Background: an optimization exercise with open tools, aiming at a short achievable clock period and few clock cycles per item. Do not read the settings as production practice. Only simulation tests tie the RTL to the original design; equivalence was not proved. No activity file was given, so power comes from the tool's default toggle rates.

Setup of the previous run:
Design ecg_r_peak_heart_rate, start of the top module:
module ecg_r_peak_heart_rate
#(
  parameter int AVG_DEPTH   = 4,
  parameter int FRAC_BITS   = 10,
  parameter int COUNT_WIDTH = 32
) (
  input  logic                   clk,
  input  logic                   rst,
  input  logic                   sample_valid,
  output logic                   sample_stall,
  input  logic [ecgr_pkg::SAMPLE_W-1:0]    adc_sample,
  output logic                   result_valid,
  input  logic                   result_stall,
  output logic [ecgr_pkg::SAMPLE_W-1:0]    filtered_sample,
  output logic                   peak_flag,
  output logic                   rate_updated,
  output logic [ecgr_pkg::RATE_W-1:0]      heart_rate,
  input  logic                   cfg_valid,
  output logic                   cfg_ready,
  input  logic [ecgr_pkg::CFG_INDEX_W-1:0] cfg_index,
  input  logic [ecgr_pkg::CFG_DATA_W-1:0]  cfg_data
);
Size: ~2,000 flip-flops, about 61 I/O pins, ~97,000 um^2 of cells after synthesis.
Settings: LEC_CHECK=0, CAP_MARGIN=20, CORE_MARGIN=2, CORE_UTILIZATION=50, SETUP_SLACK_MARGIN=5, SLEW_MARGIN=20; clock period 10.0 ns.
run.sh (not shown) runs the stock make flow with config.mk's settings and CLKGATE_MAP_FILE= SYNTH_SCRIPT=/design/flow/synth_recipe.tcl, a recipe that flattens the netlist after the stock synthesis.
Testbench counts of the previous run, summed over its fixed seeds: cycles 69,322, items 68,482.
The inputs of the current run differ from those of the previous run as listed below.
- SETUP_SLACK_MARGIN no longer set, was 5
==> flow/flow/run.sh (new file) <==
#!/bin/bash
# Layout flow: the standard synthesis unchanged, then the standard ORFS steps with a
# larger setup repair margin, so that repair_timing keeps improving paths well below the
# 10 ns constraint. The SDC (clock period, I/O delays, loads) is the design's, unchanged.
set -euo pipefail
MARGIN=${MARGIN:-6.5}
bash standard.sh synth > run_synth.log 2>&1
bash standard.sh SETUP_SLACK_MARGIN=$MARGIN finish > run_layout.log 2>&1
==> flow/standard.sh (new file) <==
#!/bin/bash
# synth_recipe.tcl (not shown) runs the flow's synth.tcl, then flattens the netlist and writes it again
# the make line also repeats each setting of config.mk as NAME=value (left out here)
make -C /OpenROAD-flow-scripts/flow DESIGN_CONFIG=/design/flow/config.mk WORK_HOME=/design/flow/orfs CLKGATE_MAP_FILE= SYNTH_SCRIPT=/design/flow/synth_recipe.tcl "${@:-finish}"
removed: flow/run.sh
### Flow results
- Cmp the current run vs the previous run: pre-CTS setup slack higher in the current run
- Re post-synthesis to final-layout area growth: the previous run was lower than the current run.
- Compared the current run vs the previous run, and fraction of power consumed by the clock network is down in the current run.
- In the tables for the previous run and the current run, final area reads lower with the previous run.
- Compared to the previous run, the current run has area share of buffers outside the clock network 1.1 points higher.
- Summary of the current run over the previous run: DRC violation total after the first TritonRoute iteration increased 300; actual transition at the worst max-transition pin increased 0.0082 ns; leakage power figure increased 2.5%.
- In the flow results for the previous run and the current run, the fraction of layout cells with a size suffix above 1 is larger on the current run.

---

Another version of the RTL of ecg_r_peak_heart_rate (not shown whole).
For scale: ~2300 flip-flops, about 61 I/O pins.
==> flow/config.mk <==
export PLATFORM = sky130hd
export DESIGN_NAME = ecg_r_peak_heart_rate
export DESIGN_NICKNAME = ecg_r_peak_heart_rate
export VERILOG_FILES = /design/flow/design.v
export SDC_FILE = /design/flow/constraint.sdc
export NUM_CORES = 4
export LEC_CHECK = 0
export ABC_AREA = 1
export CAP_MARGIN = 20
export CORE_MARGIN = 2
export CORE_UTILIZATION = 70
export SLEW_MARGIN = 20
==> flow/constraint.sdc <==
create_clock -name core_clock -period 10.0 [get_ports {clk}]
set_input_delay 2.0000 -clock core_clock [delete_from_list [all_inputs] [get_ports {clk}]]
set_output_delay 2.0000 -clock core_clock [all_outputs]
set_load 0.01 [all_outputs]
standard.sh (not shown) runs the stock make flow with config.mk's settings and CLKGATE_MAP_FILE= SYNTH_SCRIPT=/design/flow/synth_recipe.tcl, a recipe that flattens the netlist after the stock synthesis.
==> flow/flow/run.sh <==
#!/bin/bash
# Layout flow: the standard synthesis and ORFS steps, with two changes:
#  - the full- and half-adder cells are added to the don't-use list, so adders and the
#    filter loop's carry-save tree are mapped to ordinary gates that ABC can restructure
#    and the resizer can size (the adder cells are slow and are never resized);
#  - a larger setup repair margin, so that repair_timing keeps improving paths well below
#    the 10 ns constraint.
# The SDC (clock period, I/O delays, loads) is the design's, unchanged.
set -euo pipefail
MARGIN=${MARGIN:-7.5}
PLAT_DU=$(sed -n '/^export DONT_USE_CELLS += /,/^$/p' "$FLOW_HOME/platforms/sky130hd/config.mk" \
  | sed 's/export DONT_USE_CELLS += //; s/\\//g' | tr -s ' \n' ' ')
DU="$PLAT_DU sky130_fd_sc_hd__fa_1 sky130_fd_sc_hd__fa_2 sky130_fd_sc_hd__fa_4 sky130_fd_sc_hd__ha_1 sky130_fd_sc_hd__ha_2 sky130_fd_sc_hd__ha_4"
echo "DONT_USE_CELLS=$DU" > run_dont_use.txt
bash standard.sh "DONT_USE_CELLS=$DU" synth > run_synth.log 2>&1
bash standard.sh "DONT_USE_CELLS=$DU" SETUP_SLACK_MARGIN=$MARGIN finish > run_layout.log 2>&1
The baseline did not get past 5_1_grt (GRT-0232).
Testbench counts at the start, summed over its fixed seeds: cycles 69,482, items 68,482.
Edit:
--- a/flow/flow/run.sh
+++ b/flow/flow/run.sh
@@ -8,5 +8,5 @@
 # The SDC (clock period, I/O delays, loads) is the design's, unchanged.
 set -euo pipefail
-MARGIN=${MARGIN:-7.5}
+MARGIN=${MARGIN:-6.5}
 PLAT_DU=$(sed -n '/^export DONT_USE_CELLS += /,/^$/p' "$FLOW_HOME/platforms/sky130hd/config.mk" \
   | sed 's/export DONT_USE_CELLS += //; s/\\//g' | tr -s ' \n' ' ')
Settings changed: CORE_UTILIZATION 70 to 50.
Now the flow finished with timing, DRC and antenna clean.
Area after synthesis is unchanged.
Synthesized cell count stays the same.
Edit:
--- a/flow/flow/run.sh
+++ b/flow/flow/run.sh
@@ -8,5 +8,5 @@
 # The SDC (clock period, I/O delays, loads) is the design's, unchanged.
 set -euo pipefail
-MARGIN=${MARGIN:-6.5}
+MARGIN=${MARGIN:-7}
 PLAT_DU=$(sed -n '/^export DONT_USE_CELLS += /,/^$/p' "$FLOW_HOME/platforms/sky130hd/config.mk" \
   | sed 's/export DONT_USE_CELLS += //; s/\\//g' | tr -s ' \n' ' ')
Settings changed: CORE_UTILIZATION 50 to 60.
What happened:
- critical path depth drops by 7
- setup slack gains 67 ps
- utilization climbs by 14 points
- wire length climbs by 5.9%
- total power climbs by 1.5%
- clock power drops by about 0.8%
- final area climbs by about 4.6%
- global-route usage climbs by 5.9 points
- synthesized cell count does not change
- die area drops by about 17%

==> re-timing with driven ports <==
The results above use ideal ports. As a check the final layouts listed here were re-extracted and re-timed, cells and wires unchanged.
Step 1 (the two cells are an assumption about what drives the block):
set clk [get_ports {clk}]
set_driving_cell -lib_cell sky130_fd_sc_hd__clkbuf_16 $clk
set_driving_cell -lib_cell sky130_fd_sc_hd__buf_2 [delete_from_list [all_inputs] $clk]
Step 2 adds t to the input delays and takes it off the output delays; t is the mean of the earliest and latest rising clock arrival at the registers after step 1. Input paths then give back, and output paths get back, about the clock's delay inside the block.
Slacks: ideal / step 1 / step 2; pairs: ideal / step 1.
| run | t, ns | slack for setup (ns) | worst setup path at the end | cell pins on the clock port's net |
|---|---|---|---|---|
| the previous run | 0.923 | 5.248 / 5.248 / 5.248 | register to register | 1 |
| the current run | 0.914 | 5.637 / 5.637 / 5.637 | register to register | 1 |
| the second run of note 2 | 0.938 | 6.565 / 6.484 / 5.693 | input to register | 1 |
| the third run of note 2 | 0.935 | 6.632 / 6.548 / 6.152 | input to register | 1 |
After both steps every run listed still meets setup and hold. The setup slack of the second run of note 2, which loses most, moves by -0.081 ns with the drivers and by -0.872 ns with both steps.
